Source: an optimization exercise on an open RTL-to-GDS flow (aim: small area). Production flows keep margins and buffers that such runs may drop.
RTL that was checked went through simulation tests only; none was proved equivalent to the original.
No functional check of the RTL was part of run 6.
No activity file was given, so power comes from the tool's default toggle rates.

`flow/design.v`:
```
`default_nettype none
module srl_var_delay #(
   parameter int SRL_WIDTH     = 18,
   parameter int SRL_MAX_DEPTH = 32
) (
   input  wire logic                 clk,
   input  wire logic                 rst_n,
   input  wire logic                 en,
   input  wire logic                 flush,
   input  wire logic [$clog2(SRL_MAX_DEPTH+1)-1:0] delay,
   input  wire logic [SRL_WIDTH-1:0] din,
   input  wire logic                 din_valid,
   output      logic [SRL_WIDTH-1:0] dout,
   output      logic                 dout_valid,
   output      logic                 primed
);
   localparam int DW = $clog2(SRL_MAX_DEPTH + 1);
   localparam int IW = (SRL_MAX_DEPTH > 1) ? $clog2(SRL_MAX_DEPTH) : 1;
   logic [SRL_MAX_DEPTH-1:0][SRL_WIDTH-1:0] stage_q;
   logic [SRL_MAX_DEPTH-1:0] vld_q;
   logic [DW-1:0]            fill_cnt_q;
   logic [DW-1:0]            wr_cnt_q;
   logic [DW-1:0]            eff_delay;
   logic [IW-1:0]            tap_idx;
   logic                     shift;
   assign shift = en && !flush;
   always_comb begin
      eff_delay = delay;
      if (delay == '0) begin
         eff_delay = DW'(1);
      end else if (delay > DW'(SRL_MAX_DEPTH)) begin
         eff_delay = DW'(SRL_MAX_DEPTH);
      end
   end
   assign tap_idx = IW'(eff_delay - DW'(1));
   always_ff @(posedge clk) begin
      if (shift) begin
         stage_q <= {stage_q[SRL_MAX_DEPTH-2:0], din};
         vld_q   <= {vld_q[SRL_MAX_DEPTH-2:0], din_valid};
      end
   end
   always_ff @(posedge clk or negedge rst_n) begin
      if (!rst_n) begin
         fill_cnt_q <= '0;
         wr_cnt_q   <= '0;
      end else begin
         if (flush) begin
            fill_cnt_q <= '0;
         end else if (en && fill_cnt_q != DW'(SRL_MAX_DEPTH)) begin
            fill_cnt_q <= fill_cnt_q + DW'(1);
         end
         if (shift && wr_cnt_q != DW'(SRL_MAX_DEPTH)) begin
            wr_cnt_q <= wr_cnt_q + DW'(1);
         end
      end
   end
   logic written;
   logic [SRL_MAX_DEPTH-1:0] sel;
   assign written = (wr_cnt_q >= eff_delay);
   assign primed  = (fill_cnt_q >= eff_delay);
   always_comb begin
      for (int i = 0; i < SRL_MAX_DEPTH; i++) begin
         sel[i] = (tap_idx == IW'(i));
      end
   end
   for (genvar b = 0; b < SRL_WIDTH; b++) begin : g_rd
      logic [SRL_MAX_DEPTH-1:0] col;
      for (genvar i = 0; i < SRL_MAX_DEPTH; i++) begin : g_col
         assign col[i] = stage_q[i][b];
      end
      srl_rd_bit u_rd (.d(col), .sel(sel), .mask(written), .y(dout[b]));
   end
   srl_rd_bit u_rd_vld (.d(vld_q), .sel(sel), .mask(primed), .y(dout_valid));
endmodule
module srl_rd_bit (
   input  wire logic [31:0] d,
   input  wire logic [31:0] sel,
   input  wire logic        mask,
   output      logic        y
);
   logic [10:0] t_n;
   for (genvar g = 0; g < 10; g++) begin : g_aoi
      srl_aoi222 u_aoi (
         .a0(d[3*g]),   .b0(sel[3*g]),
         .a1(d[3*g+1]), .b1(sel[3*g+1]),
         .a2(d[3*g+2]), .b2(sel[3*g+2]),
         .y(t_n[g])
      );
   end
   srl_aoi22 u_aoi_last (.a0(d[30]), .b0(sel[30]), .a1(d[31]), .b1(sel[31]), .y(t_n[10]));
   assign y = mask & ~(&t_n);
endmodule
module srl_aoi222 (
   input  wire logic a0, b0, a1, b1, a2, b2,
   output      logic y
);
   assign y = ~((a0 & b0) | (a1 & b1) | (a2 & b2));
endmodule
module srl_aoi22 (
   input  wire logic a0, b0, a1, b1,
   output      logic y
);
   assign y = ~((a0 & b0) | (a1 & b1));
endmodule
`default_nettype wire
```
`flow/run.sh`:
```
#!/bin/bash
# synth_recipe.tcl (not shown) runs the flow's synth.tcl, then flattens the netlist and writes it again
# the make line also repeats each setting of config.mk as NAME=value (left out here)
make -C /OpenROAD-flow-scripts/flow DESIGN_CONFIG=/design/flow/config.mk WORK_HOME=/design/flow/orfs CLKGATE_MAP_FILE= SYNTH_SCRIPT=/design/flow/synth_recipe.tcl finish
```
`flow/config.mk`:
```
export PLATFORM = sky130hd
export DESIGN_NAME = srl_var_delay
export DESIGN_NICKNAME = srl_var_delay
export VERILOG_FILES = /design/flow/design.v
export SDC_FILE = /design/flow/constraint.sdc
export NUM_CORES = 4
export LEC_CHECK = 0
export CAP_MARGIN = 20
export CORE_MARGIN = 2
export CORE_UTILIZATION = 40
export SLEW_MARGIN = 20
export SYNTH_HIERARCHICAL = 1
export SYNTH_MINIMUM_KEEP_SIZE = 0
```
`flow/constraint.sdc`:
```
create_clock -name core_clock -period 10.0 [get_ports {clk}]
set_input_delay 2.0000 -clock core_clock [delete_from_list [all_inputs] [get_ports {clk}]]
set_output_delay 2.0000 -clock core_clock [all_outputs]
set_load 0.01 [all_outputs]
```
==> results of run 1 <==
[sequential cells by signal (all words and copies together) (netlist names)]
signal and cells:
vld_q 32, fill_cnt_q 6, wr_cnt_q 6, stage_q 576
[report_power, final]
group	switching [mW]	internal, mW	leakage [nW]
Clock	0.984	1.27	0.957
Combinational	0.191	0.123	1.38
Sequential	0.0707	2.97	5.86
[routing by layer]
layer  GRT usage (%)  share of wire, %
met5               0                 0
met4           5.568               2.2
met3           3.753               9.9
met2           29.60                47
met1           27.14                41
[worst max path at each step]
| stage | start | to | slack (ps) | cells past startpoint |
|---|---|---|---|---|
| after global routing | delay[4] | dout[4] | 2160 | 8 |
| final | delay[4] | dout[4] | 2280 | 8 |
| after floorplan | en | wr_cnt_q[1] | -2630 | 3 |
| after detailed placement | delay[4] | dout[7] | 2350 | 8 |
| after global placement | delay[1] | dout_valid | 2180 | 9 |
| after CTS | delay[4] | dout[7] | 2330 | 8 |
[Yosys stat by module, one instance, submodules excluded]
| module | cells inside | flops+latches |
|---|---|---|
| srl_aoi222 | 1 | 0 |
| srl_rd_bit | 4 | 0 |
| srl_aoi22 | 1 | 0 |
| srl_var_delay | 760 | 620 |
[metrics by stage]
stage	util, %	std cells	setup WS [ps]	hold WS [ps]	instance area (µm²)
final	47.00	1924	2276	435.9	25790
after global routing	47.00	1924	2157	441.4	25790
after CTS	46.94	1923	2329	430.9	25760
after detailed placement	43.37	1812	2350	433.7	23800
after global placement	43.35	1811	2181	428.6	23790
after floorplan	-	1045	-2627	426.0	22110
[layout by cell type, fill, tap and decap left out, drive strengths merged, types with 12 or more instances in the layout]
master | Yosys | routed
a222oi | 190 | 190
a22oi | 19 | 19
buf | 3 | 24
clkbuf | 4 | 75
clkdlybuf4s50 | 0 | 47
clkinv | 1 | 28
dfrtp | 12 | 12
edfxtp | 608 | 608
ha | 16 | 16
nand2 | 13 | 13
nand3 | 23 | 23
nand4 | 43 | 43
nor2 | 32 | 32
o31a | 19 | 19
[cell type report]
cell class	instances	area, µm²
fillers	4569	29090
flip-flops and latches	620	18560
multi-input cells	413	3680
clock buffers	75	1600
well taps	704	880.8
repair buffers	71	693.2
clock inverters	36	359.1
inverters	5	18.77
[worst register-to-register path: cells and delay by family (launching register included)]
kind / cells / cell delay [ps]
fa+ha+maj: 1 / 220
buf+inv: 1 / 150
flops: 1 / 420
simple gates: 3 / 730
[logic make-up after synthesis]
logic type,Yosys count,share of synthesized area [%]
XOR/XNOR,6,0.2378
buffers and inverters,12,0.2491
AO/OA/AOI/OAI,247,11.05
flip-flops,620,83.97
AND/OR/NAND/NOR,142,3.488
adder cells (fa/ha/maj),16,0.9058
multiplexers,2,0.1019
==> results.sh, run 1 <==
export IMPL_globalRouteTotalUtil_pct=18.98
export IMPL_timing_clock_skew_ps=32.74
export IMPL_grt_antenna_before_repair=0
export IMPL_cp_data_arrival_time_ps=5720
export IMPL_nets=1217
export IMPL_postSynth_topFlopCell="sky130_fd_sc_hd__edfxtp_1"
export IMPL_power_density_nw_per_um2=217.6
export IMPL_maxSlewViolCount=0
export IMPL_max_vdd_ir_drop_uv=190.0
export IMPL_finalHoldViolCount=0
export IMPL_post_route_drc_count=0
export IMPL_design_power_total_mw=5.611
export IMPL_slew_headroom_pct=27.47
export IMPL_finalWeightedCongestion=0.7602
export IMPL_cts_sinks=620
export IMPL_post_dp_hpwl_um=28170
export IMPL_synth_top_cells_by_area="sky130_fd_sc_hd__edfxtp_1 83%, sky130_fd_sc_hd__a222oi_1 8.6%, sky130_fd_sc_hd__dfrtp_1 1.4%"
export IMPL_crit_required_ps=8000
export IMPL_tns_ps=0
export IMPL_period_share_pct=77.24
export IMPL_antenna_diode_count=0
export IMPL_drt_initial_drc_count=2687
export IMPL_synthDistinctLibCells=37
export IMPL_tritoncts="built"
export IMPL_yosysTopAreaCell="sky130_fd_sc_hd__edfxtp_1"
export IMPL_power_static_leakage_nw=8.198
export IMPL_die_width_um=239.1
export IMPL_worst_r2r_path_depth=5
export IMPL_yosys_cell_count_top_type="sky130_fd_sc_hd__edfxtp_1"
export IMPL_rr_endpoint="fill_cnt_q[0]"
export IMPL_total_of_buffers_placed_on_input_and_output_ports=48
export IMPL_synth_async_sr_flop_share_pct=1.935
export IMPL_syn_area_per_cell_um2=21.15
export IMPL_cts_repair_timing_setup_buffer_count=0
export IMPL_grt_first_pass_wirelength_um=80050
export IMPL_postSynthRegisterBits=620
export IMPL_critPathMostFrequentCell="sky130_fd_sc_hd__clkdlybuf4s50_1"
export IMPL_tightestPinTransition_ps=1088
export IMPL_ff2ff_setup_slack_ps=8360
export IMPL_regToRegStartpoint="fill_cnt_q[0]"
export IMPL_drtPass1Iterations=9
export IMPL_route_final_wire_length_um=54560
export IMPL_synthToLayoutAreaGrowth_pct=16.70
export IMPL_global_route_overflow_total=0
export IMPL_clk_insertion_delay_late_ps=640
export IMPL_timing_max_cap_violations=0
export IMPL_min_delay_worst_endpoint="stage_q[169]"
export IMPL_grt_setup_unrepaired="no"
export IMPL_synth_enable_flop_cells=608
export IMPL_synth_nets=1090
export IMPL_cts_max_path_buffers=3
export IMPL_worstPathCellList="clkdlybuf4s50_1, nand2b_1, nand3b_1, nor2_4, a222oi_1, nand4_1, o31a_1, clkdlybuf4s50_1"
export IMPL_yosys_warnings=7
export IMPL_clock_tree_root_cell="sky130_fd_sc_hd__clkbuf_16"
export IMPL_yosysSeqAreaShare_pct=83.97
export IMPL_fmax_mhz=129.5
export IMPL_setup_worst_path_class="input pin to output port"
export IMPL_worst_setup_hold_path_clk_slew_ps=60
export IMPL_hold_start="stage_q[151]"
export IMPL_holdPathStages=0
export IMPL_ys_top_cells_by_count="608 x sky130_fd_sc_hd__edfxtp_1, 190 x sky130_fd_sc_hd__a222oi_1, 43 x sky130_fd_sc_hd__nand4_1, 32 x sky130_fd_sc_hd__nor2_1, 23 x sky130_fd_sc_hd__nand3_1"
export IMPL_dieArea_um2=57140
export IMPL_first_global_vias=11924
export IMPL_syn_cell_area_um2=22100
export IMPL_critical_path_s_slowest_cell="sky130_fd_sc_hd__nor2_4"
export IMPL_core_region_area_um2=54880
export IMPL_path_max_fanout=19
export IMPL_post_syn_instances=1045
export IMPL_max_stage_delay_ps=840
export IMPL_grt_start_max_net_pins=198
export IMPL_cts_hold_fix_buffers=0
export IMPL_synth_top_area_share_pct=82.61
export IMPL_wl_per_cell_um=28.35
export IMPL_run_status="complete, no violations"
export IMPL_via_per_inst=6.375
export IMPL_drtAntennaViolNets=0
export IMPL_floorplan_die_height_um=239.1
export IMPL_h_tree_depth=2
export IMPL_layout_drive_gt1_share_pct=13.85
export IMPL_cts_inserted_buffers=61
export IMPL_timing_critical_path_to_type="output port"
export IMPL_core_rowCount=86
export IMPL_num_io_pins=49
export IMPL_floorplan_initialDensity_pct=40.27
export IMPL_path_buf_inv=2
export IMPL_critPathTopFamily="simple AND/OR/NAND/NOR gates"
export IMPL_crit_path_start_kind="input pin"
export IMPL_dr_total_vias=12266
export IMPL_final_critical_delay_including_setup_and_external_delays_ps=7724
export IMPL_hold_path_class="register to register"
export IMPL_postCtsResizedCells=0
export IMPL_finalSetupViolCount=0
==> run 2: changes to the inputs <==
--- a/flow/config.mk
+++ b/flow/config.mk
@@ -7,7 +7,11 @@
 export LEC_CHECK = 0
 export CAP_MARGIN = 20
 export CORE_MARGIN = 2
-export CORE_UTILIZATION = 40
+export CORE_UTILIZATION = 70
+export CTS_BUF_LIST = sky130_fd_sc_hd__clkbuf_4 sky130_fd_sc_hd__clkbuf_8
+export CTS_CLUSTER_DIAMETER = 60
+export CTS_CLUSTER_SIZE = 20
+export PLACE_DENSITY = 0.85
 export SLEW_MARGIN = 20
 export SYNTH_HIERARCHICAL = 1
 export SYNTH_MINIMUM_KEEP_SIZE = 0
==> results.sh, run 2 <==
export IMPL_core_rowCount=65
export IMPL_grt_setup_unrepaired="no"
export IMPL_timing_clock_skew_ps=42.53
export IMPL_clk_insertion_delay_late_ps=610
export IMPL_worst_r2r_path_depth=5
export IMPL_cts_repair_timing_setup_buffer_count=0
export IMPL_run_status="complete, no violations"
export IMPL_timing_max_cap_violations=0
export IMPL_n_fill_cell=1566
export IMPL_critical_path_s_slowest_cell="sky130_fd_sc_hd__clkdlybuf4s50_1"
export IMPL_cts_sinks=620
export IMPL_num_io_pins=49
export IMPL_layout_cells_most_common="sky130_fd_sc_hd__edfxtp_1"
export IMPL_register_share_of_total_power_pct=67.5
export IMPL_syn_area_per_cell_um2=21.15
export IMPL_rr_endpoint="fill_cnt_q[0]"
export IMPL_critPathMostFrequentCell="sky130_fd_sc_hd__clkdlybuf4s50_1"
export IMPL_post_route_drc_count=0
export IMPL_finalSetupViolCount=0
export IMPL_antenna_diode_count=0
export IMPL_maxSlewViolCount=0
export IMPL_globalRouteTotalUtil_pct=30.83
export IMPL_yosys_warnings=7
export IMPL_core_region_area_um2=31310
export IMPL_timing_critical_path_to_type="output port"
export IMPL_whs_ps=433.2
export IMPL_yosysSeqAreaShare_pct=83.97
export IMPL_tritoncts="built"
export IMPL_p_sw_mw=1.021
export IMPL_syn_cell_area_um2=22100
export IMPL_p_comb_share_pct=6.9
export IMPL_synthToLayoutAreaGrowth_pct=9.155
export IMPL_post_syn_instances=1045
export IMPL_crit_path_start_kind="input pin"
export IMPL_period_share_pct=76.52
export IMPL_largest_register_ffs=576
export IMPL_tightestPinTransition_ps=1152
export IMPL_ff_latch_area_um2=18560
export IMPL_first_global_vias=12123
export IMPL_finalWeightedCongestion=0.8519
export IMPL_tns_ps=0
export IMPL_synth_enable_flop_cells=608
export IMPL_ys_top_cells_by_count="608 x sky130_fd_sc_hd__edfxtp_1, 190 x sky130_fd_sc_hd__a222oi_1, 43 x sky130_fd_sc_hd__nand4_1, 32 x sky130_fd_sc_hd__nor2_1, 23 x sky130_fd_sc_hd__nand3_1"
export IMPL_grt_first_pass_wirelength_um=74060
export IMPL_synth_top_cells_by_area="sky130_fd_sc_hd__edfxtp_1 83%, sky130_fd_sc_hd__a222oi_1 8.6%, sky130_fd_sc_hd__dfrtp_1 1.4%"
export IMPL_synth_top_area_share_pct=82.61
export IMPL_biggest_registers_after_layout="stage_q (576), vld_q (32)"
export IMPL_final_cell_mix="608 x sky130_fd_sc_hd__edfxtp_1, 190 x sky130_fd_sc_hd__a222oi_1, 48 x sky130_fd_sc_hd__clkdlybuf4s50_1"
export IMPL_cts_hold_fix_buffers=0
export IMPL_clock_tree_root_cell="sky130_fd_sc_hd__clkbuf_8"
export IMPL_yosysTopAreaCell="sky130_fd_sc_hd__edfxtp_1"
export IMPL_postSynth_topFlopCell="sky130_fd_sc_hd__edfxtp_1"
export IMPL_drt_initial_drc_count=2795
export IMPL_slew_headroom_pct=23.14
export IMPL_final_critical_delay_including_setup_and_external_delays_ps=7652
export IMPL_via_per_inst=7.863
export IMPL_stdcell_area_um2=24120
export IMPL_cp_data_arrival_time_ps=5650
export IMPL_max_vdd_ir_drop_uv=135.7
export IMPL_die_width_um=181.7
export IMPL_min_delay_worst_endpoint="stage_q[277]"
export IMPL_floorplan_die_height_um=181.7
export IMPL_power_static_leakage_nw=7.656
export IMPL_layout_drive_gt1_share_pct=12.34
export IMPL_largest_reg_by_ff_count="stage_q"
export IMPL_cell_internal_pwr_mw=3.489
export IMPL_finalHoldViolCount=0
export IMPL_postSynthRegisterBits=620
export IMPL_drtAntennaViolNets=0
export IMPL_global_route_overflow_total=0
export IMPL_regToRegStartpoint="fill_cnt_q[0]"
export IMPL_yosys_cell_count_top_type="sky130_fd_sc_hd__edfxtp_1"
export IMPL_nets=1210
export IMPL_floorplan_initialDensity_pct=70.58
export IMPL_synthDistinctLibCells=37
export IMPL_cts_inserted_buffers=39
export IMPL_fmax_mhz=130.7
export IMPL_design_power_total_mw=4.510
export IMPL_power_share_switching_pct=22.64
export IMPL_holdPathStages=0
export IMPL_multi_input_comb_area_um2=3586
export IMPL_setup_worst_path_class="input pin to output port"
export IMPL_power_frac_clock_pct=25.6
export IMPL_worstPathCellList="clkdlybuf4s50_1, clkinv_1, nand2_1, ha_1, a21o_1, a31oi_1, o21ai_2, buf_4, o31a_1, clkdlybuf4s50_1"
export IMPL_max_stage_delay_ps=900
export IMPL_hold_start="stage_q[259]"
export IMPL_total_of_buffers_placed_on_input_and_output_ports=48
export IMPL_synth_async_sr_flop_share_pct=1.935
export IMPL_route_final_wire_length_um=51360
export IMPL_wl_per_cell_um=32.57
export IMPL_dr_total_vias=12400
export IMPL_hold_path_class="register to register"
export IMPL_postCtsResizedCells=0
export IMPL_detailed_place_area_um2=23440
export IMPL_worst_setup_hold_path_clk_slew_ps=110
export IMPL_synth_nets=1090
export IMPL_crit_required_ps=8000
export IMPL_grt_antenna_before_repair=0
export IMPL_dieArea_um2=33010
export IMPL_h_tree_depth=2
export IMPL_power_density_nw_per_um2=187.0
export IMPL_drtPass1Iterations=9
export IMPL_ff2ff_setup_slack_ps=8300
export IMPL_cts_max_path_buffers=3
export IMPL_post_dp_hpwl_um=28400
export IMPL_path_max_fanout=11
export IMPL_grt_start_max_net_pins=224
-- run 2: cell counts after synthesis --
No cell type changed its count.
-- run 2: worst max-delay path by stage --
| stage | from | end | depth (start not counted) |
|---|---|---|---|
| 6_report | delay[5] | dout[12] | 10 |
| 3_5_place_dp | delay[5] | dout[12] | 10 |
| 2_1_floorplan | en | wr_cnt_q[1] | 3 |
| 3_3_place_gp | delay[5] | dout[10] | 10 |
| 5_1_grt | delay[5] | dout[6] | 10 |
| 4_1_cts | delay[5] | dout[12] | 10 |
-- run 2: routing by layer --
metal / global-route usage (%) / vias to the layer above / wire (µm)
li1: - / 5024 / -
met1: 43.91 / 6057 / 17540
met2: 46.50 / 1141 / 23640
met3: 6.899 / 178 / 7882
met4: 14.93 / 0 / 2296
met5: 0 / - / 0
-- run 2: cells by family (layout without fill, tap and decap cells) --
group / after synthesis / in the layout / share of synthesized area [%]
flip-flops: 620 / 620 / 83.97
AO/OA/AOI/OAI: 247 / 247 / 11.05
AND/OR/NAND/NOR: 142 / 142 / 3.488
adder cells (fa/ha/maj): 16 / 16 / 0.9058
buffers and inverters: 12 / 142 / 0.2491
XOR/XNOR: 6 / 6 / 0.2378
multiplexers: 2 / 2 / 0.1019
-- run 2: through the flow --
step,std cells,setup slack (ps),utilization [%]
finish,1577,2348,77.04
global route,1577,2292,77.04
CTS,1576,2459,76.96
detailed placement,1525,2453,74.85
global placement,1525,2548,74.85
floorplan,1045,-2627,-
-- run 2: worst max-delay path, delay by kind of cell --
| kind | cells | cell delay (ps) |
|---|---|---|
| AOI/OAI and AO/OA | 4 | 1000 |
| adders and majority gates | 1 | 160 |
| buffers and inverters | 4 | 2270 |
| and+or+nand+nor | 1 | 200 |
-- run 2: power groups by stage --
stage / registers, mW / clock network, mW / logic, mW
6_report: 3.05 / 1.15 / 0.310
5_1_grt: 3.06 / 1.24 / 0.327
4_1_cts: 3.04 / 1.16 / 0.304
3_5_place_dp: 3.10 / 0 / 0.303
3_3_place_gp: 3.09 / 0 / 0.295
2_1_floorplan: 3.10 / 0 / 0.160
-- run 2: per-module statistics from Yosys (local to each module, per instance) --
| module | cells inside | cell area, µm² | times used |
|---|---|---|---|
| srl_var_delay | 760 | 19460 | 1 |
| srl_rd_bit | 4 | 26.28 | 19 |
| srl_aoi22 | 1 | 12.51 | 19 |
| srl_aoi222 | 1 | 10.01 | 190 |
-- run 2: cell type report --
class / count / area share, %
clock buffers: 43 / 2.401
clock inverters: 8 / 0.3320
inverters: 5 / 0.07780
multi-input cells: 413 / 14.87
flip-flops and latches: 620 / 76.93
well taps: 402 / 2.085
repair buffers: 86 / 3.309
==> run 3: changes to the inputs <==
--- a/flow/design.v
+++ b/flow/design.v
@@ -20,19 +20,8 @@
    logic [SRL_MAX_DEPTH-1:0] vld_q;
    logic [DW-1:0]            fill_cnt_q;
    logic [DW-1:0]            wr_cnt_q;
-   logic [DW-1:0]            eff_delay;
-   logic [IW-1:0]            tap_idx;
    logic                     shift;
    assign shift = en && !flush;
-   always_comb begin
-      eff_delay = delay;
-      if (delay == '0) begin
-         eff_delay = DW'(1);
-      end else if (delay > DW'(SRL_MAX_DEPTH)) begin
-         eff_delay = DW'(SRL_MAX_DEPTH);
-      end
-   end
-   assign tap_idx = IW'(eff_delay - DW'(1));
    always_ff @(posedge clk) begin
       if (shift) begin
          stage_q <= {stage_q[SRL_MAX_DEPTH-2:0], din};
@@ -46,22 +35,28 @@
       end else begin
          if (flush) begin
             fill_cnt_q <= '0;
-         end else if (en && fill_cnt_q != DW'(SRL_MAX_DEPTH)) begin
+         end else if (en && !fill_cnt_q[DW-1]) begin
             fill_cnt_q <= fill_cnt_q + DW'(1);
          end
-         if (shift && wr_cnt_q != DW'(SRL_MAX_DEPTH)) begin
+         if (shift && !wr_cnt_q[DW-1]) begin
             wr_cnt_q <= wr_cnt_q + DW'(1);
          end
       end
    end
+   logic [IW-1:0] dlo;
+   assign dlo = delay[IW-1:0];
    logic written;
+   assign primed  = fill_cnt_q[DW-1] |
+                    (!delay[DW-1] && fill_cnt_q[IW-1:0] >= dlo && fill_cnt_q[IW-1:0] != '0);
+   assign written = wr_cnt_q[DW-1] |
+                    (!delay[DW-1] && wr_cnt_q[IW-1:0] >= dlo && wr_cnt_q[IW-1:0] != '0);
    logic [SRL_MAX_DEPTH-1:0] sel;
-   assign written = (wr_cnt_q >= eff_delay);
-   assign primed  = (fill_cnt_q >= eff_delay);
    always_comb begin
-      for (int i = 0; i < SRL_MAX_DEPTH; i++) begin
-         sel[i] = (tap_idx == IW'(i));
+      for (int i = 0; i < SRL_MAX_DEPTH - 1; i++) begin
+         sel[i] = !delay[DW-1] && (dlo == IW'(i + 1));
       end
+      sel[0] = sel[0] | (!delay[DW-1] && dlo == '0);
+      sel[SRL_MAX_DEPTH-1] = delay[DW-1];
    end
    for (genvar b = 0; b < SRL_WIDTH; b++) begin : g_rd
       logic [SRL_MAX_DEPTH-1:0] col;
@@ -87,7 +82,7 @@
          .y(t_n[g])
       );
    end
-   srl_aoi22 u_aoi_last (.a0(d[30]), .b0(sel[30]), .a1(d[31]), .b1(sel[31]), .y(t_n[10]));
+   assign t_n[10] = ~((d[30] & sel[30]) | (d[31] & sel[31]));
    assign y = mask & ~(&t_n);
 endmodule
 module srl_aoi222 (
@@ -96,10 +91,4 @@
 );
    assign y = ~((a0 & b0) | (a1 & b1) | (a2 & b2));
 endmodule
-module srl_aoi22 (
-   input  wire logic a0, b0, a1, b1,
-   output      logic y
-);
-   assign y = ~((a0 & b0) | (a1 & b1));
-endmodule
 `default_nettype wire
==> flow/config.mk (replaced) <==
export PLATFORM = sky130hd
export DESIGN_NAME = srl_var_delay
export DESIGN_NICKNAME = srl_var_delay
export VERILOG_FILES = /design/flow/design.v
export SDC_FILE = /design/flow/constraint.sdc
export NUM_CORES = 4
export LEC_CHECK = 0
export CAP_MARGIN = 0
export CORE_MARGIN = 2
export CORE_UTILIZATION = 70
export CTS_BUF_LIST = sky130_fd_sc_hd__clkbuf_8
export CTS_CLUSTER_DIAMETER = 50
export CTS_CLUSTER_SIZE = 16
export PLACE_DENSITY = 0.85
export SLEW_MARGIN = 0
export SYNTH_HIERARCHICAL = 1
export SYNTH_MINIMUM_KEEP_SIZE = 0
==> results.sh, run 3 <==
export IMPL_post_route_drc_count=0
export IMPL_max_stage_delay_ps=830
export IMPL_tritoncts="built"
export IMPL_cp_data_arrival_time_ps=5660
export IMPL_regToRegStartpoint="fill_cnt_q[1]"
export IMPL_globalRouteTotalUtil_pct=31.33
export IMPL_worst_setup_hold_path_clk_slew_ps=100
export IMPL_crit_path_start_kind="input pin"
export IMPL_layout_cells_most_common="sky130_fd_sc_hd__edfxtp_1"
export IMPL_postSynth_topFlopCell="sky130_fd_sc_hd__edfxtp_1"
export IMPL_holdPathStages=0
export IMPL_finalHoldViolCount=0
export IMPL_num_io_pins=49
export IMPL_cts_sinks=620
export IMPL_run_status="complete, no violations"
export IMPL_slew_headroom_pct=25.05
export IMPL_yosys_cell_count_top_type="sky130_fd_sc_hd__edfxtp_1"
export IMPL_cts_inserted_buffers=47
export IMPL_synth_top_cells_by_area="sky130_fd_sc_hd__edfxtp_1 83%, sky130_fd_sc_hd__a222oi_1 8.7%, sky130_fd_sc_hd__dfrtp_1 1.4%"
export IMPL_yosysTopAreaCell="sky130_fd_sc_hd__edfxtp_1"
export IMPL_nets=1208
export IMPL_drt_initial_drc_count=3397
export IMPL_min_delay_worst_endpoint="stage_q[519]"
export IMPL_grt_setup_unrepaired="no"
export IMPL_worstPathCellList="clkdlybuf4s50_1, nand2b_4, or3_1, nor3_4, a222oi_1, nand2_1, o41a_1, clkdlybuf4s50_1"
export IMPL_floorplan_initialDensity_pct=71.39
export IMPL_grt_antenna_before_repair=0
export IMPL_die_width_um=181.1
export IMPL_dr_total_vias=12445
export IMPL_layout_cells_non_filler=1583
export IMPL_detailedPlace_worstSlack_ps=2489
export IMPL_largest_register_ffs=576
export IMPL_power_density_nw_per_um2=189.6
export IMPL_finalSetupViolCount=0
export IMPL_synth_enable_flop_cells=608
export IMPL_post_dp_hpwl_um=29150
export IMPL_largest_reg_by_ff_count="stage_q"
export IMPL_via_per_inst=7.862
export IMPL_biggest_registers_after_layout="stage_q (576), vld_q (32)"
export IMPL_post_syn_instances=1035
export IMPL_cts_hold_fix_buffers=0
export IMPL_synth_nets=1078
export IMPL_finalWeightedCongestion=0.8376
export IMPL_yosys_warnings=7
export IMPL_syn_cell_area_um2=21950
export IMPL_path_max_fanout=19
export IMPL_grt_util_met1_pct=45.08
export IMPL_grt_first_pass_wirelength_um=75300
export IMPL_synth_async_sr_flop_share_pct=1.935
export IMPL_wl_per_cell_um=32.50
export IMPL_floorplan_die_height_um=181.1
export IMPL_timing_clock_skew_ps=29.34
export IMPL_maxSlewViolCount=0
export IMPL_drtAntennaViolNets=0
export IMPL_worst_r2r_path_depth=4
export IMPL_total_of_buffers_placed_on_input_and_output_ports=48
export IMPL_syn_area_per_cell_um2=21.21
export IMPL_final_cell_mix="608 x sky130_fd_sc_hd__edfxtp_1, 190 x sky130_fd_sc_hd__a222oi_1, 50 x sky130_fd_sc_hd__clkbuf_8"
export IMPL_tightestPinTransition_ps=1121
export IMPL_yosysSeqAreaShare_pct=84.54
export IMPL_cts_repair_timing_setup_buffer_count=0
export IMPL_setup_slack_of_the_critical_path_after_layout_ps=2339
export IMPL_antenna_diode_count=0
export IMPL_core_region_area_um2=30750
export IMPL_ff2ff_setup_slack_ps=8660
export IMPL_clk_insertion_delay_late_ps=630
export IMPL_timing_max_cap_violations=0
export IMPL_hold_start="stage_q[501]"
export IMPL_dieArea_um2=32790
export IMPL_cts_max_path_buffers=3
export IMPL_h_tree_depth=2
export IMPL_grt_start_max_net_pins=141
export IMPL_numPlacedInstances=1512
export IMPL_synth_top_area_share_pct=83.17
export IMPL_final_critical_delay_including_setup_and_external_delays_ps=7661
export IMPL_global_route_overflow_total=0
export IMPL_clock_tree_root_cell="sky130_fd_sc_hd__clkbuf_8"
export IMPL_tns_ps=0
export IMPL_groute_layer_met3_usage_pct=8.325
export IMPL_ys_top_cells_by_count="608 x sky130_fd_sc_hd__edfxtp_1, 190 x sky130_fd_sc_hd__a222oi_1, 39 x sky130_fd_sc_hd__nand4_1, 37 x sky130_fd_sc_hd__nand2_1, 24 x sky130_fd_sc_hd__nor2_1"
export IMPL_route_final_wire_length_um=51450
export IMPL_timing_critical_path_to_type="output port"
export IMPL_period_share_pct=76.61
export IMPL_postSynthRegisterBits=620
export IMPL_layout_drive_gt1_share_pct=9.520
export IMPL_hold_path_class="register to register"
export IMPL_crit_required_ps=8000
export IMPL_drtPass1Iterations=11
export IMPL_global_route_peak_usage_layer="met2"
export IMPL_gr_usage_met2_pct=47.10
export IMPL_n_fill_cell=1548
export IMPL_power_static_leakage_nw=7.812
export IMPL_rr_endpoint="fill_cnt_q[4]"
export IMPL_fmax_mhz=130.5
export IMPL_first_global_vias=12060
export IMPL_synthDistinctLibCells=33
export IMPL_critPathMostFrequentCell="sky130_fd_sc_hd__clkdlybuf4s50_1"
export IMPL_critical_path_s_slowest_cell="sky130_fd_sc_hd__nor3_4"
export IMPL_synthToLayoutAreaGrowth_pct=9.786
export IMPL_setup_worst_path_class="input pin to output port"
export IMPL_max_vdd_ir_drop_uv=163.3
export IMPL_core_rowCount=64
export IMPL_postCtsResizedCells=0
-- run 3: cell count changes in the layout (fill, tap and decap cells not counted), sizes merged, moves of 8 or more --
cell	change
a22o	+19
inv	+12
o31a	-19
o41a	+19
a22oi	-19
nor2	-8
nand3	-16
nand2	+24
-- run 3: cell families (layout without fill, tap and decap cells) --
group / Yosys count / in the layout / share of synthesized area, %
AO/OA/AOI/OAI: 246 / 246 / 10.94
flip-flops: 620 / 620 / 84.54
XOR/XNOR: 6 / 6 / 0.2394
buffers and inverters: 14 / 166 / 0.2565
AND/OR/NAND/NOR: 135 / 135 / 3.226
adder cells (fa/ha/maj): 14 / 14 / 0.7980
-- run 3: through the flow --
| stage | area (µm²) | util (%) | power [mW] | hold WS, ps |
|---|---|---|---|---|
| after global routing | 24100 | 78.38 | 4.693 | 451.6 |
| after global placement | 23290 | 75.73 | 3.334 | 428.7 |
| after floorplan | 21960 | - | 3.236 | 426.0 |
| after CTS | 24100 | 78.38 | 4.563 | 446.2 |
| final | 24100 | 78.38 | 4.569 | 443.9 |
| after detailed placement | 23290 | 75.73 | 3.353 | 434.3 |
-- run 3: per-layer routing --
layer  wire [µm]  vias to the layer above
met5           0                        -
li1            -                     5011
met2       23240                     1226
met1       17740                     6010
met4        2191                        0
met3        8286                      198
-- run 3: worst max-delay path by stage --
stage / from / endpoint / slack (ps) / depth (start not counted)
final: delay[0] / dout[14] / 2340 / 8
after detailed placement: delay[0] / dout[14] / 2490 / 8
after CTS: delay[0] / dout[14] / 2390 / 8
after floorplan: en / wr_cnt_q[5] / -1540 / 2
after global routing: delay[0] / dout[14] / 2250 / 8
after global placement: delay[0] / dout[1] / 2590 / 8
-- run 3: power by group --
group	internal, mW	switching [mW]
clock network	0.489	0.776
registers	2.97	0.0730
logic	0.0997	0.163
-- run 3: Yosys stat by module (local to each module, per instance) --
| module | area (µm²) | flip-flops and latches |
|---|---|---|
| srl_var_delay | 19360 | 620 |
| srl_rd_bit | 36.28 | 0 |
| srl_aoi222 | 10.01 | 0 |
-- run 3: cell type report --
class / count / area (µm²) / share of cell area, %
clock buffer: 50 / 688.2 / 2.855
clock inverter: 21 / 125.1 / 0.5192
inverter: 10 / 37.54 / 0.1557
multi-input combinational: 401 / 3413 / 14.16
sequential: 620 / 18560 / 77.00
tap: 396 / 495.5 / 2.056
timing repair buffer: 85 / 783.3 / 3.250
-- run 3: worst max-delay path: cells and delay by family --
family,cells,cell delay [ps]
AOI/OAI and AO/OA,2,490
and+or+nand+nor,4,1820
buffers and inverters,2,1330
==> run 4: changes to the inputs <==
--- a/flow/config.mk
+++ b/flow/config.mk
@@ -8,9 +8,9 @@
 export CAP_MARGIN = 0
 export CORE_MARGIN = 2
 export CORE_UTILIZATION = 70
-export CTS_BUF_LIST = sky130_fd_sc_hd__clkbuf_8
-export CTS_CLUSTER_DIAMETER = 50
-export CTS_CLUSTER_SIZE = 16
+export CTS_BUF_LIST = sky130_fd_sc_hd__clkbuf_4
+export CTS_CLUSTER_DIAMETER = 40
+export CTS_CLUSTER_SIZE = 10
 export PLACE_DENSITY = 0.85
 export SLEW_MARGIN = 0
 export SYNTH_HIERARCHICAL = 1
==> results.sh, run 4 <==
export IMPL_run_status="complete, no violations"
export IMPL_worst_setup_hold_path_clk_slew_ps=110
export IMPL_tns_ps=0
export IMPL_postCtsResizedCells=0
export IMPL_cp_data_arrival_time_ps=5620
export IMPL_critPathTopFamily="simple AND/OR/NAND/NOR gates"
export IMPL_wl_per_cell_um=32.14
export IMPL_biggest_registers_after_layout="stage_q (576), vld_q (32)"
export IMPL_grt_setup_unrepaired="no"
export IMPL_final_cell_mix="608 x sky130_fd_sc_hd__edfxtp_1, 190 x sky130_fd_sc_hd__a222oi_1, 81 x sky130_fd_sc_hd__clkbuf_4"
export IMPL_via_per_inst=7.813
export IMPL_post_dp_hpwl_um=29150
export IMPL_die_width_um=181.1
export IMPL_post_syn_instances=1035
export IMPL_cts_max_path_buffers=3
export IMPL_path_buf_inv=2
export IMPL_finalWeightedCongestion=0.8376
export IMPL_path_max_fanout=19
export IMPL_final_critical_delay_including_setup_and_external_delays_ps=7619
export IMPL_yosysTopAreaCell="sky130_fd_sc_hd__edfxtp_1"
export IMPL_crit_required_ps=8000
export IMPL_cts_hold_fix_buffers=0
export IMPL_synth_top_cells_by_area="sky130_fd_sc_hd__edfxtp_1 83%, sky130_fd_sc_hd__a222oi_1 8.7%, sky130_fd_sc_hd__dfrtp_1 1.4%"
export IMPL_clk_insertion_delay_late_ps=750
export IMPL_synth_nets=1078
export IMPL_yosysSeqAreaShare_pct=84.54
export IMPL_timing_critical_path_to_type="output port"
export IMPL_h_tree_depth=3
export IMPL_power_density_nw_per_um2=188.8
export IMPL_grt_first_pass_wirelength_um=76130
export IMPL_critical_path_s_slowest_cell="sky130_fd_sc_hd__nor3_4"
export IMPL_drt_initial_drc_count=3337
export IMPL_clock_tree_root_cell="sky130_fd_sc_hd__clkbuf_4"
export IMPL_core_region_area_um2=30750
export IMPL_ff2ff_setup_slack_ps=8660
export IMPL_tritoncts="built"
export IMPL_fmax_mhz=131.3
export IMPL_max_stage_delay_ps=830
export IMPL_globalRouteTotalUtil_pct=31.72
export IMPL_power_static_leakage_nw=7.796
export IMPL_drtAntennaViolNets=0
export IMPL_dr_total_vias=12548
export IMPL_crit_path_start_kind="input pin"
export IMPL_timing_max_cap_violations=0
export IMPL_maxSlewViolCount=0
export IMPL_nets=1234
export IMPL_grt_antenna_before_repair=1
export IMPL_synthToLayoutAreaGrowth_pct=9.433
export IMPL_critPathMostFrequentCell="sky130_fd_sc_hd__clkdlybuf4s50_1"
export IMPL_num_io_pins=49
export IMPL_hold_path_class="register to register"
export IMPL_layout_cells_most_common="sky130_fd_sc_hd__edfxtp_1"
export IMPL_first_global_vias=12320
export IMPL_setup_slack_of_the_critical_path_after_layout_ps=2381
export IMPL_post_route_drc_count=0
export IMPL_cts_sinks=620
export IMPL_worstPathCellList="clkdlybuf4s50_1, nand2b_4, or3_1, nor3_4, a222oi_1, nand2_1, o41a_1, clkdlybuf4s50_1"
export IMPL_syn_cell_area_um2=21950
export IMPL_postSynthRegisterBits=620
export IMPL_detailedPlace_worstSlack_ps=2489
export IMPL_core_rowCount=64
export IMPL_synthDistinctLibCells=33
export IMPL_total_of_buffers_placed_on_input_and_output_ports=48
export IMPL_period_share_pct=76.19
export IMPL_cts_inserted_buffers=73
export IMPL_largest_reg_by_ff_count="stage_q"
export IMPL_setup_worst_path_class="input pin to output port"
export IMPL_postSynth_topFlopCell="sky130_fd_sc_hd__edfxtp_1"
export IMPL_tightestPinTransition_ps=1074
export IMPL_syn_area_per_cell_um2=21.21
export IMPL_drtPass1Iterations=10
export IMPL_floorplan_die_height_um=181.1
export IMPL_max_vdd_ir_drop_uv=146.0
export IMPL_floorplan_initialDensity_pct=71.39
export IMPL_global_route_overflow_total=0
export IMPL_finalSetupViolCount=0
export IMPL_yosys_warnings=7
export IMPL_synth_enable_flop_cells=608
export IMPL_synth_top_area_share_pct=83.17
export IMPL_synth_async_sr_flop_share_pct=1.935
export IMPL_grt_start_max_net_pins=141
export IMPL_timing_clock_skew_ps=46.17
export IMPL_route_final_wire_length_um=51610
export IMPL_largest_register_ffs=576
export IMPL_yosys_cell_count_top_type="sky130_fd_sc_hd__edfxtp_1"
export IMPL_dieArea_um2=32790
export IMPL_slew_headroom_pct=28.42
export IMPL_cts_repair_timing_setup_buffer_count=0
export IMPL_layout_drive_gt1_share_pct=11.58
export IMPL_finalHoldViolCount=0
export IMPL_ys_top_cells_by_count="608 x sky130_fd_sc_hd__edfxtp_1, 190 x sky130_fd_sc_hd__a222oi_1, 39 x sky130_fd_sc_hd__nand4_1, 37 x sky130_fd_sc_hd__nand2_1, 24 x sky130_fd_sc_hd__nor2_1"
run 4: changes by cell type in the layout (fill, tap and decap cells not counted):
cell,delta
sky130_fd_sc_hd__inv_1,-7
sky130_fd_sc_hd__clkbuf_4,+81
sky130_fd_sc_hd__clkbuf_8,-50
sky130_fd_sc_hd__inv_6,-1
sky130_fd_sc_hd__inv_2,+3
sky130_fd_sc_hd__clkinv_2,-7
sky130_fd_sc_hd__bufinv_16,+2
sky130_fd_sc_hd__clkinv_4,-1
sky130_fd_sc_hd__diode_2,+1
sky130_fd_sc_hd__clkinv_1,+2
run 4: power by group:
part | switching [mW] | internal (mW) | leakage, nW
Clock | 0.776 | 0.456 | 0.440
Sequential | 0.0733 | 2.97 | 5.86
Combinational | 0.163 | 0.0997 | 1.49
Total | 1.01 | 3.52 | 7.80
run 4: routing by layer:
| layer | track usage, % | part of all wire (%) |
|---|---|---|
| met5 | 0 | 0 |
| met4 | 13.98 | 4.4 |
| met3 | 8.930 | 16 |
| met2 | 47.13 | 45 |
| met1 | 45.15 | 34 |
run 4: worst register-to-register path: cells and delay by family (launching register included):
| family | cells | cell delay [ps] |
|---|---|---|
| AO/OA/AOI/OAI | 1 | 150 |
| AND/OR/NAND/NOR | 2 | 480 |
| flip-flops | 1 | 460 |
| adder cells (fa/ha/maj) | 1 | 180 |
run 4: path summary, 6_finish.rpt:
kind | startpoint | end | cells past startpoint
setup reg to reg | fill_cnt_q[1] | fill_cnt_q[4] | 4
hold / removal | stage_q[71] | stage_q[89] | 0
min in group asynchronous | rst_n | fill_cnt_q[4] | 1
setup / recovery | delay[0] | dout[9] | 8
max in group asynchronous | rst_n | fill_cnt_q[5] | 1
hold reg to reg | stage_q[71] | stage_q[89] | 0
run 4: Yosys stat by module (local to each module, per instance):
module,cells inside,flops+latches,times used
srl_aoi222,1,0,190
srl_var_delay,750,620,1
srl_rd_bit,5,0,19
run 4: cells by family (layout without fill, tap and decap cells):
family	after synthesis	in the layout	share of synthesized area, %
simple gates	135	135	3.226
xor+xnor	6	6	0.2394
flops	620	620	84.54
buf+inv	14	188	0.2565
other cells	0	1	0
compound gates	246	246	10.94
fa+ha+maj	14	14	0.7980
run 4: layout make-up:
| class | count | area (µm²) |
|---|---|---|
| Antenna cell | 1 | 2.502 |
| Clock buffer | 81 | 608.1 |
| Clock inverter | 12 | 125.1 |
| Fill cell | 1596 | 6726 |
| Inverter | 10 | 37.54 |
| Multi-Input combinational cell | 401 | 3413 |
| Sequential cell | 620 | 18560 |
| Tap cell | 396 | 495.5 |
| Timing Repair Buffer | 85 | 783.3 |
run 4: through the flow:
stage | instances | area (µm²) | total power [mW] | util [%] | hold slack [ps]
after floorplan | 1035 | 21960 | 3.236 | - | 426.0
after global placement | 1512 | 23290 | 3.334 | 75.73 | 428.7
after detailed placement | 1512 | 23290 | 3.353 | 75.73 | 434.3
after CTS | 1605 | 24020 | 4.545 | 78.12 | 414.5
after global routing | 1606 | 24020 | 4.667 | 78.13 | 447.1
final | 1606 | 24020 | 4.536 | 78.13 | 411.4
==> run 5: changes to the inputs <==
==> flow/flow/run.sh (new file) <==
#!/bin/bash
# Standard ORFS layout (the standard.sh, standard synthesis unchanged) with two
# changes: port buffers use the smallest buffer, and CTS uses clkbuf_8 leaf
# buffers in clusters of about 20 sinks without dummy loads.
set -euo pipefail
bash standard.sh \
  "BUFFER_PORTS_ARGS=-buffer_cell sky130_fd_sc_hd__buf_1" \
  "CTS_ARGS=-sink_clustering_enable -repair_clock_nets -buf_list sky130_fd_sc_hd__clkbuf_8 -sink_clustering_size 20 -sink_clustering_max_diameter 60 -dont_use_dummy_load" \
  finish > standard.log 2>&1
==> flow/standard.sh (new file) <==
#!/bin/bash
# synth_recipe.tcl (not shown) runs the flow's synth.tcl, then flattens the netlist and writes it again
# the make line also repeats each setting of config.mk as NAME=value (left out here)
make -C /OpenROAD-flow-scripts/flow DESIGN_CONFIG=/design/flow/config.mk WORK_HOME=/design/flow/orfs CLKGATE_MAP_FILE= SYNTH_SCRIPT=/design/flow/synth_recipe.tcl "${@:-finish}"
--- a/flow/config.mk
+++ b/flow/config.mk
@@ -8,9 +8,6 @@
 export CAP_MARGIN = 0
 export CORE_MARGIN = 2
 export CORE_UTILIZATION = 70
-export CTS_BUF_LIST = sky130_fd_sc_hd__clkbuf_4
-export CTS_CLUSTER_DIAMETER = 40
-export CTS_CLUSTER_SIZE = 10
 export PLACE_DENSITY = 0.85
 export SLEW_MARGIN = 0
 export SYNTH_HIERARCHICAL = 1
removed: flow/run.sh
==> results.sh, run 5 <==
export IMPL_cts_sinks=620
export IMPL_core_region_area_um2=30750
export IMPL_timing_clock_skew_ps=35.71
export IMPL_detailed_place_area_um2=22960
export IMPL_cts_max_path_buffers=3
export IMPL_hold_path_class="register to register"
export IMPL_grt_setup_unrepaired="no"
export IMPL_cts_hold_fix_buffers=0
export IMPL_route_final_wire_length_um=49180
export IMPL_wl_per_cell_um=31.83
export IMPL_post_syn_instances=1035
export IMPL_timing_critical_path_to_type="output port"
export IMPL_dr_total_vias=12187
export IMPL_fmax_mhz=142.3
export IMPL_synth_nets=1078
export IMPL_postSynthRegisterBits=620
export IMPL_power_density_nw_per_um2=183.6
export IMPL_period_share_pct=70.29
export IMPL_tightestPinTransition_ps=1261
export IMPL_global_route_overflow_total=0
export IMPL_synth_async_sr_flop_share_pct=1.935
export IMPL_crit_required_ps=8000
export IMPL_regToRegStartpoint="fill_cnt_q[0]"
export IMPL_run_status="complete, no violations"
export IMPL_timing_max_cap_violations=0
export IMPL_num_io_pins=49
export IMPL_yosysTopAreaCell="sky130_fd_sc_hd__edfxtp_1"
export IMPL_max_vdd_ir_drop_uv=135.9
export IMPL_core_rowCount=64
export IMPL_synth_top_area_share_pct=83.17
export IMPL_globalRouteTotalUtil_pct=29.81
export IMPL_slew_headroom_pct=15.65
export IMPL_post_dp_hpwl_um=28180
export IMPL_finalHoldViolCount=0
export IMPL_grt_antenna_before_repair=0
export IMPL_floorplan_die_height_um=181.1
export IMPL_stdcell_area_um2=23470
export IMPL_syn_area_per_cell_um2=21.21
export IMPL_p_comb_share_pct=5.4
export IMPL_biggest_registers_after_layout="stage_q (576), vld_q (32)"
export IMPL_max_stage_delay_ps=850
export IMPL_first_global_vias=11774
export IMPL_finalWeightedCongestion=0.8495
export IMPL_cts_repair_timing_setup_buffer_count=0
export IMPL_register_share_of_total_power_pct=70.5
export IMPL_tns_ps=0
export IMPL_layout_cells_most_common="sky130_fd_sc_hd__edfxtp_1"
export IMPL_worst_setup_hold_path_clk_slew_ps=110
export IMPL_power_static_leakage_nw=7.480
export IMPL_h_tree_depth=2
export IMPL_largest_register_ffs=576
export IMPL_clock_tree_root_cell="sky130_fd_sc_hd__clkbuf_8"
export IMPL_critical_path_s_slowest_cell="sky130_fd_sc_hd__nor2_1"
export IMPL_n_fill_cell=1635
export IMPL_nets=1194
export IMPL_yosysSeqAreaShare_pct=84.54
export IMPL_dieArea_um2=32790
export IMPL_yosys_cell_count_top_type="sky130_fd_sc_hd__edfxtp_1"
export IMPL_power_frac_clock_pct=24.1
export IMPL_maxSlewViolCount=0
export IMPL_critPathMostFrequentCell="sky130_fd_sc_hd__buf_1"
export IMPL_tritoncts="built"
export IMPL_syn_cell_area_um2=21950
export IMPL_largest_reg_by_ff_count="stage_q"
export IMPL_final_critical_delay_including_setup_and_external_delays_ps=7029
export IMPL_drtAntennaViolNets=0
export IMPL_hold_start="vld_q[26]"
export IMPL_layout_drive_gt1_share_pct=7.398
export IMPL_postCtsResizedCells=0
export IMPL_p_sw_mw=0.9318
export IMPL_drtPass1Iterations=10
export IMPL_total_of_buffers_placed_on_input_and_output_ports=48
export IMPL_path_max_fanout=12
export IMPL_postSynth_topFlopCell="sky130_fd_sc_hd__edfxtp_1"
export IMPL_setup_worst_path_class="input pin to output port"
export IMPL_cts_inserted_buffers=37
export IMPL_grt_start_max_net_pins=209
export IMPL_clk_insertion_delay_late_ps=600
export IMPL_cp_data_arrival_time_ps=5030
export IMPL_die_width_um=181.1
export IMPL_grt_first_pass_wirelength_um=72040
export IMPL_synth_enable_flop_cells=608
export IMPL_synthToLayoutAreaGrowth_pct=6.897
export IMPL_yosys_warnings=7
export IMPL_floorplan_initialDensity_pct=71.39
export IMPL_timing_critical_path_from="delay[1]"
export IMPL_via_per_inst=7.888
export IMPL_final_cell_mix="608 x sky130_fd_sc_hd__edfxtp_1, 190 x sky130_fd_sc_hd__a222oi_1, 48 x sky130_fd_sc_hd__buf_1"
export IMPL_post_route_drc_count=0
export IMPL_power_share_switching_pct=21.63
export IMPL_crit_path_start_kind="input pin"
export IMPL_finalSetupViolCount=0
export IMPL_ys_top_cells_by_count="608 x sky130_fd_sc_hd__edfxtp_1, 190 x sky130_fd_sc_hd__a222oi_1, 39 x sky130_fd_sc_hd__nand4_1, 37 x sky130_fd_sc_hd__nand2_1, 24 x sky130_fd_sc_hd__nor2_1"
export IMPL_drt_initial_drc_count=2822
export IMPL_synthDistinctLibCells=33
export IMPL_worstPathCellList="buf_1, nand2b_4, or3_1, nor2_1, buf_4, a222oi_1, nand4_1, o41a_1, buf_1"
export IMPL_antenna_diode_count=0
export IMPL_cell_internal_pwr_mw=3.376
export IMPL_synth_top_cells_by_area="sky130_fd_sc_hd__edfxtp_1 83%, sky130_fd_sc_hd__a222oi_1 8.7%, sky130_fd_sc_hd__dfrtp_1 1.4%"
run 5: critical path, delay by kind of cell:
kind	cells	cell delay (ps)
buf+inv	3	1140
simple gates	4	1560
compound gates	2	310
run 5: Yosys stat by module (local to each module, per instance):
module | cells inside | cell area [µm²] | times used
srl_aoi222 | 1 | 10.01 | 190
srl_rd_bit | 5 | 36.28 | 19
srl_var_delay | 750 | 19360 | 1
run 5: path summary, 6_finish.rpt:
path / slack (ps) / endpoint / cells after the start
max: 2970 / dout[17] / 9
min: 430 / vld_q[27] / 0
max reg2reg: 8690 / fill_cnt_q[4] / 4
min reg2reg: 430 / vld_q[27] / 0
max in group asynchronous: 8130 / wr_cnt_q[3] / 1
min in group asynchronous: 1440 / fill_cnt_q[1] / 1
run 5: logic make-up (layout without fill, tap and decap cells):
family	count (synthesis)	in the layout	share of synthesized area, %
adder cells (fa/ha/maj)	14	14	0.7980
AO/OA/AOI/OAI	246	246	10.94
AND/OR/NAND/NOR	135	135	3.226
buffers and inverters	14	128	0.2565
XOR/XNOR	6	6	0.2394
flip-flops	620	620	84.54
run 5: layout make-up:
class | count | area, µm² | share of cell area (%)
multi-input cells | 401 | 3413 | 14.55
clock buffers | 37 | 509.2 | 2.170
well taps | 396 | 495.5 | 2.111
repair buffers | 81 | 452.9 | 1.930
flip-flops and latches | 620 | 18560 | 79.08
inverters | 10 | 37.54 | 0.1600
run 5: layer usage:
metal	part of all wire, %	track usage, %	wire length [µm]	up-vias
met3	15	8.789	7591	138
met1	35	42.49	17250	5955
met5	0	0	0	-
met2	46	44.75	22680	1140
li1	-	-	-	4954
met4	3.4	11.32	1653	0
run 5: stage by stage:
stage | util, % | total power [mW] | hold slack [ps] | worst slack, ps | cells
2_1_floorplan | - | 3.236 | 426.0 | -1542 | 1035
3_3_place_gp | 74.66 | 3.302 | 426.6 | 3163 | 1508
3_5_place_dp | 74.66 | 3.319 | 432.8 | 3029 | 1508
4_1_cts | 76.31 | 4.306 | 425.7 | 2997 | 1545
5_1_grt | 76.31 | 4.418 | 435.4 | 2817 | 1545
6_report | 76.31 | 4.308 | 426.8 | 2971 | 1545
run 5: power by group through the flow:
stage,Sequential (mW),Clock (mW),Combinational (mW)
finish,3.04,1.04,0.231
global route,3.05,1.12,0.248
CTS,3.04,1.04,0.227
detailed placement,3.09,0,0.226
global placement,3.08,0,0.218
floorplan,3.10,0,0.140
==> run 6: changes to the inputs <==
--- a/flow/design.v
+++ b/flow/design.v
@@ -53,24 +53,25 @@
    logic [SRL_MAX_DEPTH-1:0] sel;
    always_comb begin
       for (int i = 0; i < SRL_MAX_DEPTH - 1; i++) begin
-         sel[i] = !delay[DW-1] && (dlo == IW'(i + 1));
+         sel[i] = written && !delay[DW-1] && (dlo == IW'(i + 1));
       end
-      sel[0] = sel[0] | (!delay[DW-1] && dlo == '0);
-      sel[SRL_MAX_DEPTH-1] = delay[DW-1];
+      sel[0] = sel[0] | (written && !delay[DW-1] && dlo == '0);
+      sel[SRL_MAX_DEPTH-1] = written && delay[DW-1];
    end
    for (genvar b = 0; b < SRL_WIDTH; b++) begin : g_rd
       logic [SRL_MAX_DEPTH-1:0] col;
       for (genvar i = 0; i < SRL_MAX_DEPTH; i++) begin : g_col
          assign col[i] = stage_q[i][b];
       end
-      srl_rd_bit u_rd (.d(col), .sel(sel), .mask(written), .y(dout[b]));
+      srl_rd_bit u_rd (.d(col), .sel(sel), .y(dout[b]));
    end
-   srl_rd_bit u_rd_vld (.d(vld_q), .sel(sel), .mask(primed), .y(dout_valid));
+   logic vld_sel;
+   srl_rd_bit u_rd_vld (.d(vld_q), .sel(sel), .y(vld_sel));
+   assign dout_valid = vld_sel & primed;
 endmodule
 module srl_rd_bit (
    input  wire logic [31:0] d,
    input  wire logic [31:0] sel,
-   input  wire logic        mask,
    output      logic        y
 );
    logic [10:0] t_n;
@@ -83,7 +84,17 @@
       );
    end
    assign t_n[10] = ~((d[30] & sel[30]) | (d[31] & sel[31]));
-   assign y = mask & ~(&t_n);
+   logic [2:0] g;
+   srl_nand4 u_n0 (.a(t_n[3:0]), .y(g[0]));
+   srl_nand4 u_n1 (.a(t_n[7:4]), .y(g[1]));
+   assign g[2] = ~(&t_n[10:8]);
+   assign y = |g;
+endmodule
+module srl_nand4 (
+   input  wire logic [3:0] a,
+   output      logic       y
+);
+   assign y = ~(&a);
 endmodule
 module srl_aoi222 (
    input  wire logic a0, b0, a1, b1, a2, b2,
--- a/flow/config.mk
+++ b/flow/config.mk
@@ -7,8 +7,8 @@
 export LEC_CHECK = 0
 export CAP_MARGIN = 0
 export CORE_MARGIN = 2
-export CORE_UTILIZATION = 70
-export PLACE_DENSITY = 0.85
+export CORE_UTILIZATION = 60
+export PLACE_DENSITY = 0.8
 export SLEW_MARGIN = 0
 export SYNTH_HIERARCHICAL = 1
 export SYNTH_MINIMUM_KEEP_SIZE = 0
==> results.sh, run 6 <==
export IMPL_timing_max_cap_violations=0
export IMPL_timing_critical_path_to_type="output port"
export IMPL_min_delay_worst_endpoint="stage_q[52]"
export IMPL_nets=1196
export IMPL_layout_cells_most_common="sky130_fd_sc_hd__edfxtp_1"
export IMPL_largest_reg_by_ff_count="stage_q"
export IMPL_power_density_nw_per_um2=186.5
export IMPL_run_status="complete, no violations"
export IMPL_grt_first_pass_wirelength_um=61520
export IMPL_num_io_pins=49
export IMPL_finalWeightedCongestion=0.8050
export IMPL_synth_top_cells_by_area="sky130_fd_sc_hd__edfxtp_1 83%, sky130_fd_sc_hd__a222oi_1 8.7%, sky130_fd_sc_hd__nand4_1 1.7%"
export IMPL_regToRegStartpoint="fill_cnt_q[5]"
export IMPL_hold_start="stage_q[34]"
export IMPL_max_vdd_ir_drop_uv=89.95
export IMPL_layout_drive_gt1_share_pct=8.949
export IMPL_tns_ps=0
export IMPL_power_static_leakage_nw=7.355
export IMPL_wl_per_cell_um=24.62
export IMPL_post_dp_hpwl_um=25720
export IMPL_ff2ff_setup_slack_ps=8660
export IMPL_synth_nets=1081
export IMPL_timing_clock_skew_ps=51.36
export IMPL_drtAntennaViolNets=0
export IMPL_detailed_place_area_um2=23020
export IMPL_clock_tree_root_cell="sky130_fd_sc_hd__clkbuf_8"
export IMPL_maxSlewViolCount=0
export IMPL_cts_repair_timing_setup_buffer_count=0
export IMPL_floorplan_initialDensity_pct=60.45
export IMPL_h_tree_depth=2
export IMPL_final_cell_mix="608 x sky130_fd_sc_hd__edfxtp_1, 190 x sky130_fd_sc_hd__a222oi_1, 59 x sky130_fd_sc_hd__nand4_1"
export IMPL_postSynthRegisterBits=620
export IMPL_largest_register_ffs=576
export IMPL_post_syn_instances=1038
export IMPL_path_max_fanout=31
export IMPL_antenna_diode_count=0
export IMPL_fmax_mhz=131.0
export IMPL_cts_inserted_buffers=41
export IMPL_via_per_inst=7.130
export IMPL_holdPathStages=0
export IMPL_finalSetupViolCount=0
export IMPL_yosys_cell_count_top_type="sky130_fd_sc_hd__edfxtp_1"
export IMPL_setup_worst_path_class="input pin to output port"
export IMPL_hold_path_class="register to register"
export IMPL_synth_top_area_share_pct=83.30
export IMPL_synthDistinctLibCells=34
export IMPL_syn_area_per_cell_um2=21.12
export IMPL_globalRouteTotalUtil_pct=20.45
export IMPL_floorplan_die_height_um=195.1
export IMPL_worst_setup_hold_path_clk_slew_ps=110
export IMPL_rr_endpoint="fill_cnt_q[4]"
export IMPL_crit_path_start_kind="input pin"
export IMPL_tightestPinTransition_ps=1345
export IMPL_die_width_um=195.1
export IMPL_synth_enable_flop_cells=608
export IMPL_clk_insertion_delay_late_ps=600
export IMPL_period_share_pct=76.31
export IMPL_stdcell_area_um2=23590
export IMPL_cts_max_path_buffers=3
export IMPL_postCtsResizedCells=0
export IMPL_grt_antenna_before_repair=0
export IMPL_crit_required_ps=8000
export IMPL_first_global_vias=10836
export IMPL_final_critical_delay_including_setup_and_external_delays_ps=7631
export IMPL_ys_top_cells_by_count="608 x sky130_fd_sc_hd__edfxtp_1, 190 x sky130_fd_sc_hd__a222oi_1, 59 x sky130_fd_sc_hd__nand4_1, 39 x sky130_fd_sc_hd__nor2_1, 20 x sky130_fd_sc_hd__nor3_1"
export IMPL_synthToLayoutAreaGrowth_pct=7.609
export IMPL_postSynth_topFlopCell="sky130_fd_sc_hd__edfxtp_1"
export IMPL_cp_data_arrival_time_ps=5630
export IMPL_yosysTopAreaCell="sky130_fd_sc_hd__edfxtp_1"
export IMPL_cts_hold_fix_buffers=0
export IMPL_syn_cell_area_um2=21920
export IMPL_post_route_drc_count=0
export IMPL_core_rowCount=70
export IMPL_dieArea_um2=38080
export IMPL_cts_sinks=620
export IMPL_finalHoldViolCount=0
export IMPL_grt_start_max_net_pins=229
export IMPL_core_region_area_um2=36260
export IMPL_tritoncts="built"
export IMPL_biggest_registers_after_layout="stage_q (576), vld_q (32)"
export IMPL_slew_headroom_pct=9.871
export IMPL_total_of_buffers_placed_on_input_and_output_ports=48
export IMPL_drtPass1Iterations=14
export IMPL_synth_async_sr_flop_share_pct=1.935
export IMPL_global_route_overflow_total=0
export IMPL_yosys_warnings=7
export IMPL_yosysSeqAreaShare_pct=84.67
export IMPL_grt_setup_unrepaired="no"
export IMPL_route_final_wire_length_um=39870
export IMPL_drt_initial_drc_count=2278
export IMPL_worst_r2r_path_depth=4
export IMPL_dr_total_vias=11544
-- run 6: cell count changes after synthesis, sizes merged, moves of 3 or more --
cell    change
nand2      -20
o41a       -19
nand3       -3
a22o       -19
a211oi      -3
nor3       +13
xor2        +3
nor3b       +8
o21ai       -3
nor2       +15
nor2b       -3
a22oi      +19
nand4      +20
-- run 6: routing by layer --
layer  wire (µm)  vias to the layer above  global-route usage, %  part of all wire, %
li1            -                     4950                      -                    -
met2       18670                      672                  31.26                   47
met4         589                        0                  4.835                  1.5
met5           0                        -                      0                    0
met3        3665                       50                  3.782                  9.2
met1       16940                     5872                  31.26                   42
-- run 6: layout make-up --
cell class | instances | area, µm²
clock buffer | 41 | 564.3
fill | 2324 | 12670
inverter | 9 | 33.78
multi-input combinational | 405 | 3430
sequential | 620 | 18560
tap | 468 | 585.6
timing repair buffer | 76 | 415.4
-- run 6: power by group --
group / total, mW / switching [mW] / internal, mW / leakage, nW
combinational: 0.295 / 0.211 / 0.0844 / 1.20
sequential: 3.03 / 0.0648 / 2.97 / 5.86
clock: 1.07 / 0.700 / 0.371 / 0.295
total: 4.40 / 0.975 / 3.42 / 7.36
-- run 6: cells by family (layout without fill, tap and decap cells) --
| family | after synthesis | after routing | synth area share (%) |
|---|---|---|---|
| DFF | 620 | 620 | 84.67 |
| AOI/OAI and AO/OA | 220 | 220 | 9.853 |
| and+or+nand+nor | 163 | 163 | 4.036 |
| adders and majority gates | 14 | 14 | 0.7992 |
| buffers and inverters | 13 | 126 | 0.3253 |
| xor gates and xnor gates | 8 | 8 | 0.3196 |
-- run 6: per-module statistics from Yosys, one instance, submodules excluded --
module         cell area (µm²)  cells  times used
srl_aoi222               10.01      1         190
srl_var_delay            19450    753           1
srl_rd_bit               17.52      3          19
srl_nand4                6.256      1          38
-- run 6: how the worst max path moves through the flow --
stage,from,slack [ps],endpoint,cells after the start
after floorplan,en,-2050,wr_cnt_q[3],4
after global placement,delay[1],2640,dout[11],13
after detailed placement,delay[1],2530,dout[13],13
after CTS,delay[1],2500,dout[11],13
after global routing,delay[1],2130,dout[7],13
final,delay[1],2370,dout[7],13
-- run 6: stage by stage --
stage | worst slack, ps | power [mW] | instances | hold WS, ps | utilization [%]
after detailed placement | 2534 | 3.384 | 1578 | 432.0 | 63.49
after CTS | 2503 | 4.427 | 1619 | 405.7 | 65.05
after floorplan | -2048 | 3.296 | 1038 | 426.0 | -
final | 2369 | 4.399 | 1619 | 404.0 | 65.05
after global routing | 2127 | 4.551 | 1619 | 410.7 | 65.05
after global placement | 2641 | 3.359 | 1578 | 427.6 | 63.49
-- run 6: worst max-delay path, stage by stage --
cell,delay (ps)
sky130_fd_sc_hd__buf_1,210
sky130_fd_sc_hd__inv_1,170
sky130_fd_sc_hd__ha_1,320
sky130_fd_sc_hd__nand2_1,50
sky130_fd_sc_hd__o21ai_0,280
sky130_fd_sc_hd__a211oi_4,100
sky130_fd_sc_hd__buf_4,290
sky130_fd_sc_hd__nor3_2,1110
sky130_fd_sc_hd__a222oi_1,350
sky130_fd_sc_hd__nand4_1,310
sky130_fd_sc_hd__nor2_1,130
sky130_fd_sc_hd__nand4_1,120
sky130_fd_sc_hd__buf_1,160

## port drivers added, routing unchanged
The flow's constraints put no driver on any port. The routed layouts listed below were extracted and timed again, unchanged, in two steps. Step 1 (the two cells are an assumption about what drives the block):
set clk [get_ports {clk}]
set_driving_cell -lib_cell sky130_fd_sc_hd__clkbuf_16 $clk
set_driving_cell -lib_cell sky130_fd_sc_hd__buf_2 [delete_from_list [all_inputs] $clk]
Step 2 adds t to the input delays and takes it off the output delays; t is the mean of the earliest and latest rising clock arrival at the registers after step 1. Input paths then give back, and output paths get back, about the clock's delay inside the block. Slacks: ideal ports / drivers / drivers and shift; pairs: ideal ports / drivers.
run	t (ns)	slack for setup (ns)	hold WS [ns]	clock arrival spread, ns	worst slew at a driven data input, ns
run 1	0.676	2.276 / 2.254 / 2.254	0.436 / 0.436 / 0.436	0.037 / 0.036	0.04
run 2	0.629	2.348 / 2.314 / 2.314	0.433 / 0.433 / 0.433	0.048 / 0.048	0.04
run 3	0.655	2.339 / 2.313 / 2.313	0.444 / 0.444 / 0.444	0.034 / 0.033	0.04
run 4	0.774	2.381 / 2.356 / 2.356	0.411 / 0.411 / 0.411	0.053 / 0.054	0.04
run 5	0.614	2.971 / 2.941 / 2.941	0.427 / 0.427 / 0.427	0.062 / 0.062	0.03
run 6	0.621	2.369 / 2.329 / 2.329	0.404 / 0.404 / 0.404	0.070 / 0.070	0.04
After both steps setup and hold are still met in every run listed. The setup slack of run 6, which loses most, moves by -0.040 ns with the drivers and by -0.040 ns with both steps.
